From an optimization exercise on the open Yosys and OpenROAD flow, aimed at small area, a short achievable clock period and few clock cycles per item; shortcuts taken in it are not production practice. RTL that was checked went through simulation tests only; none was proved equivalent to the original.

epsilon:
==> flow/design.v <==
package acc_pkg;
  typedef union packed {
    logic [4*8-1:0]    word;
    logic [3:0][8-1:0] pix;   
  } pixel_word_t;
  typedef logic [1:0] slot_t;
  typedef logic [$clog2((16 / 4))-1:0] word_idx_t;
  typedef logic [2:0][5:0][8-1:0] window_t;
endpackage
`timescale 1ns/1ps
module acc_control (
  input  logic        clk,
  input  logic        reset,
  input  logic        start,
  output logic [15:0] addr,
  output logic        en,
  output logic        we,
  output logic        finish,
  output logic        sel_lo,
  output logic        sel_rep,
  output logic        dup,
  output logic        first
);
  logic       busy;
  logic       en_q, we_q, fin_q;
  logic [4:0] addr_q;
  logic [6:0] cnt;        
  logic [6:0] nxt;
  logic       first_q;
  assign addr   = {10'd0, we_q, addr_q};
  assign en     = en_q;
  assign we     = we_q;
  assign finish = fin_q;
  assign nxt    = cnt + 7'd1;
  assign sel_lo  = cnt[0];                       
  assign sel_rep = (cnt >= 7'd65);               
  assign dup     = (cnt >= 7'd1) && (cnt <= 7'd8);
  assign first = first_q;
  always_ff @(posedge clk or posedge reset) begin
    if (reset) begin
      busy   <= 1'b0;
      en_q   <= 1'b0;
      we_q   <= 1'b0;
      fin_q  <= 1'b0;
      addr_q <= '0;
      cnt    <= '0;
      first_q <= 1'b0;
    end else begin
      first_q <= (nxt[2:0] == 3'd2);
      if (!busy) begin
        if (fin_q) begin
          if (!start) fin_q <= 1'b0;
        end else if (start) begin
          busy   <= 1'b1;
          en_q   <= 1'b1;
          we_q   <= 1'b0;
          addr_q <= '0;
          cnt    <= '0;
        end
      end else begin
        cnt <= nxt;
        if (cnt == 7'd77) begin
          busy  <= 1'b0;
          en_q  <= 1'b0;
          we_q  <= 1'b0;
          fin_q <= 1'b1;
        end else if (!nxt[0]) begin
          en_q   <= (nxt <= 7'd62);
          we_q   <= 1'b0;
          addr_q <= nxt[5:1];
        end else begin
          en_q   <= (nxt >= 7'd15);
          we_q   <= 1'b1;
          addr_q <= 5'(cnt[6:1] - 6'd7);
        end
      end
    end
  end
endmodule
`timescale 1ns/1ps
module line_buffer (
  input  logic        clk,
  input  logic        sel_lo,
  input  logic        sel_rep,
  input  logic        dup,
  input  logic [31:0] dataR,
  output logic [15:0] bot,
  output logic [15:0] mid,
  output logic [15:0] top
);
  logic [15:0] stage;
  logic [15:0] h [0:16];
  logic [15:0] din;
  always_comb begin
    if (sel_rep)     din = h[7];
    else if (sel_lo) din = dataR[15:0];
    else             din = stage;
  end
  always_ff @(posedge clk) begin
    stage <= dataR[31:16];
    h[0]  <= din;
    for (int i = 1; i < 17; i++) h[i] <= h[i-1];
    if (dup) h[8] <= din;
  end
  assign bot = h[0];
  assign mid = h[8];
  assign top = h[16];
endmodule
`timescale 1ns/1ps
module sobel_unit (
  input  logic        clk,
  input  logic        first,   
  input  logic [15:0] bot,
  input  logic [15:0] mid,
  input  logic [15:0] top,
  output logic [15:0] result
);
  logic [9:0] s_vs0, s_vs1;
  logic [8:0] s_vd0, s_vd1;
  logic [9:0] n_vs0, n_vs1;
  logic [8:0] n_vd0, n_vd1;
  logic       n_first;
  logic [9:0] c_vs;
  logic [8:0] c_vd;
  logic [9:0] b_vs0, b_vs1;
  logic [8:0] b_vd0, b_vd1;
  logic [9:0] a_vs;
  logic [8:0] a_vd;
  logic [4*11-1:0] g_d, g_q;   
  always_comb begin
    s_vs0 = {2'b00, top[7:0]}  + {1'b0, mid[7:0], 1'b0}  + {2'b00, bot[7:0]};
    s_vs1 = {2'b00, top[15:8]} + {1'b0, mid[15:8], 1'b0} + {2'b00, bot[15:8]};
    s_vd0 = {1'b0, top[7:0]}  - {1'b0, bot[7:0]};
    s_vd1 = {1'b0, top[15:8]} - {1'b0, bot[15:8]};
  end
  always_ff @(posedge clk) begin
    n_vs0   <= s_vs0;
    n_vs1   <= s_vs1;
    n_vd0   <= s_vd0;
    n_vd1   <= s_vd1;
    n_first <= first;
    c_vs    <= first ? n_vs1 : s_vs0;
    c_vd    <= first ? n_vd1 : s_vd0;
    b_vs0   <= n_vs0;
    b_vs1   <= n_vs1;
    b_vd0   <= n_vd0;
    b_vd1   <= n_vd1;
    a_vs    <= n_first ? n_vs0 : b_vs1;
    a_vd    <= n_first ? n_vd0 : b_vd1;
  end
  always_comb begin
    g_d[0  +: 11] = $signed({1'b0, b_vs1}) - $signed({1'b0, a_vs});
    g_d[11 +: 11] = 11'($signed(a_vd)) + 11'($signed(b_vd1)) + (11'($signed(b_vd0)) <<< 1);
    g_d[22 +: 11] = $signed({1'b0, c_vs}) - $signed({1'b0, b_vs0});
    g_d[33 +: 11] = 11'($signed(b_vd0)) + 11'($signed(c_vd)) + (11'($signed(b_vd1)) <<< 1);
  end
  always_ff @(posedge clk) g_q <= g_d;
  always_comb begin
    logic [10:0] gx, gy;
    logic        sx, sy, hx, hy;
    logic [7:0]  lx, ly;
    logic [9:0]  sum;
    for (int c = 0; c < 2; c++) begin
      gx = g_q[22*c +: 11];
      gy = g_q[22*c + 11 +: 11];
      sx = gx[10];
      sy = gy[10];
      hx = (gx[10:8] != {3{sx}});
      hy = (gy[10:8] != {3{sy}});
      lx = gx[7:0] ^ {8{sx}};
      ly = gy[7:0] ^ {8{sy}};
      sum = {2'b00, lx} + {2'b00, ly} + {9'd0, sx} + {9'd0, sy};
      result[8*c +: 8] = (hx || hy || sum[9:8] != 2'b00) ? 8'hFF : sum[7:0];
    end
  end
endmodule
`timescale 1ns/1ps
module acc_top (
  input  logic        clk,
  input  logic        reset,
  input  logic        start,
  output logic [15:0] addr,
  output logic        en,
  output logic        we,
  input  logic [31:0] dataR,
  output logic [31:0] dataW,
  output logic        finish
);
  logic        sel_lo;      
  logic        sel_rep;     
  logic        dup;         
  logic        first;       
  logic [15:0] bot, mid, top;   
  logic [15:0] result;
  acc_control u_control (
    .clk     (clk),
    .reset   (reset),
    .start   (start),
    .addr    (addr),
    .en      (en),
    .we      (we),
    .finish  (finish),
    .sel_lo  (sel_lo),
    .sel_rep (sel_rep),
    .dup     (dup),
    .first   (first)
  );
  line_buffer u_line_buffer (
    .clk     (clk),
    .sel_lo  (sel_lo),
    .sel_rep (sel_rep),
    .dup     (dup),
    .dataR   (dataR),
    .bot     (bot),
    .mid     (mid),
    .top     (top)
  );
  sobel_unit u_sobel (
    .clk    (clk),
    .first  (first),
    .bot    (bot),
    .mid    (mid),
    .top    (top),
    .result (result)
  );
  always_ff @(posedge clk) dataW <= {result, dataW[31:16]};
endmodule
clock: 12.5 ns
lec_check: 0
cap_margin: 20
core_margin: 2
core_utilization: 65
cts_cluster_diameter: 80
cts_cluster_size: 30
place_density: 0.75
slew_margin: 20
standard.sh (not shown) runs the stock make flow with config.mk's settings and CLKGATE_MAP_FILE= SYNTH_SCRIPT=/design/flow/synth_recipe.tcl, a recipe that flattens the netlist after the stock synthesis.
==> flow/flow/run.sh <==
#!/bin/bash
# The standard layout, with plain buffers (not delay buffers) on the ports.
set -euo pipefail
bash standard.sh "BUFFER_PORTS_ARGS=-buffer_cell sky130_fd_sc_hd__buf_2" finish > standard_flow.log 2>&1
epsilon has completed all stages; timing, DRC and antenna checks passed.
Testbench counts of epsilon, summed over its fixed seeds: cycles 10,480, images 128.
Edits applied to the flow inputs when going from epsilon to delta:
==> flow/design.v, changed modules only <==
module sobel_unit (
  input  logic        clk,
  input  logic        first,   
  input  logic [15:0] bot,
  input  logic [15:0] mid,
  input  logic [15:0] top,
  output logic [15:0] result   
);
  logic [9:0] s_vs0, s_vs1;
  logic [8:0] s_vd0, s_vd1;
  logic [9:0] n_vs0, n_vs1;
  logic [8:0] n_vd0, n_vd1;
  logic       n_first;
  logic [9:0] b_vs0, b_vs1;
  logic [8:0] b_vd0, b_vd1;
  logic [4*11-1:0] g_d, g_q;   
  always_comb begin
    s_vs0 = {2'b00, top[7:0]}  + {1'b0, mid[7:0], 1'b0}  + {2'b00, bot[7:0]};
    s_vs1 = {2'b00, top[15:8]} + {1'b0, mid[15:8], 1'b0} + {2'b00, bot[15:8]};
    s_vd0 = {1'b0, top[7:0]}  - {1'b0, bot[7:0]};
    s_vd1 = {1'b0, top[15:8]} - {1'b0, bot[15:8]};
  end
  always_ff @(posedge clk) begin
    n_vs0   <= s_vs0;
    n_vs1   <= s_vs1;
    n_vd0   <= s_vd0;
    n_vd1   <= s_vd1;
    n_first <= first;
    b_vs0   <= n_vs0;
    b_vs1   <= n_vs1;
    b_vd0   <= n_vd0;
    b_vd1   <= n_vd1;
  end
  logic [9:0] r_vs, l_vs;   
  logic [8:0] r_vd, l_vd;
  assign r_vs = n_first ? b_vs1 : n_vs0;
  assign r_vd = n_first ? b_vd1 : n_vd0;
  assign l_vs = n_first ? n_vs0 : b_vs1;
  assign l_vd = n_first ? n_vd0 : b_vd1;
  always_comb begin
    g_d[0  +: 11] = $signed({1'b0, r_vs}) - $signed({1'b0, b_vs0});
    g_d[11 +: 11] = 11'($signed(b_vd0)) + 11'($signed(r_vd)) + (11'($signed(b_vd1)) <<< 1);
    g_d[22 +: 11] = $signed({1'b0, n_vs1}) - $signed({1'b0, l_vs});
    g_d[33 +: 11] = 11'($signed(l_vd)) + 11'($signed(n_vd1)) + (11'($signed(n_vd0)) <<< 1);
  end
  always_ff @(posedge clk) g_q <= g_d;
  always_comb begin
    logic [10:0] gx, gy;
    logic        sx, sy, hx, hy;
    logic [7:0]  lx, ly;
    logic [9:0]  sum;
    for (int c = 0; c < 2; c++) begin
      gx = g_q[22*c +: 11];
      gy = g_q[22*c + 11 +: 11];
      sx = gx[10];
      sy = gy[10];
      hx = (gx[10:8] != {3{sx}});
      hy = (gy[10:8] != {3{sy}});
      lx = gx[7:0] ^ {8{sx}};
      ly = gy[7:0] ^ {8{sy}};
      sum = {2'b00, lx} + {2'b00, ly} + {9'd0, sx} + {9'd0, sy};
      result[8*c +: 8] = (hx || hy || sum[9:8] != 2'b00) ? 8'hFF : sum[7:0];
    end
  end
endmodule
module acc_top (
  input  logic        clk,
  input  logic        reset,
  input  logic        start,
  output logic [15:0] addr,
  output logic        en,
  output logic        we,
  input  logic [31:0] dataR,
  output logic [31:0] dataW,
  output logic        finish
);
  logic        sel_lo;      
  logic        sel_rep;     
  logic        dup;         
  logic        first;       
  logic [15:0] bot, mid, top;   
  logic [15:0] result;
  acc_control u_control (
    .clk     (clk),
    .reset   (reset),
    .start   (start),
    .addr    (addr),
    .en      (en),
    .we      (we),
    .finish  (finish),
    .sel_lo  (sel_lo),
    .sel_rep (sel_rep),
    .dup     (dup),
    .first   (first)
  );
  line_buffer u_line_buffer (
    .clk     (clk),
    .sel_lo  (sel_lo),
    .sel_rep (sel_rep),
    .dup     (dup),
    .dataR   (dataR),
    .bot     (bot),
    .mid     (mid),
    .top     (top)
  );
  sobel_unit u_sobel (
    .clk    (clk),
    .first  (first),
    .bot    (bot),
    .mid    (mid),
    .top    (top),
    .result (result)
  );
  logic [7:0] r_hi;
  always_ff @(posedge clk) begin
    r_hi  <= result[15:8];
    dataW <= {result[7:0], r_hi, dataW[31:24], dataW[23:16]};
  end
endmodule
[summary]
Utilization, epsilon and delta, higher one = delta.
delta vs. epsilon: routing usage on met2 lower; cell count lower; average footprint of a synthesized cell lower.
Via count went down by a few percent going from epsilon to delta.
epsilon has higher pin slew with the least headroom to its limit than delta.
Going from epsilon to delta, detail-routed net length per standard cell shrank by a few percent.
delta has less setup slack than epsilon.
No functional check of the RTL was part of delta.

-- what the ideal ports hide --
The flow's constraints put no driver on any port. The routed layouts listed below were extracted and timed again, unchanged, in two steps. Step 1: set_driving_cell puts a clkbuf_16 on clk and a buf_2 on each other input, an assumption about the parent block. Step 2 times the ports against the registers' clock, not the clock port: input delays grow and output delays shrink by t, the midpoint of the rising clock arrivals with the driver on. Three values: ideal, step 1, step 2; two values: the first two.
run | t, ns | setup slack, ns | worst hold slack (ns) | worst data-port slew with drivers (ns) | cell pins on the clock port's net
epsilon | 0.574 | 8.904 / 8.856 / 8.835 | 0.328 / 0.328 / 0.328 | 0.04 | 1
delta | 0.575 | 8.898 / 8.851 / 8.853 | 0.318 / 0.318 / 0.318 | 0.03 | 1
After both steps every run listed still meets setup and hold. For epsilon, which loses most, drivers alone change the setup slack by -0.048 ns; drivers and shift together by -0.069 ns.
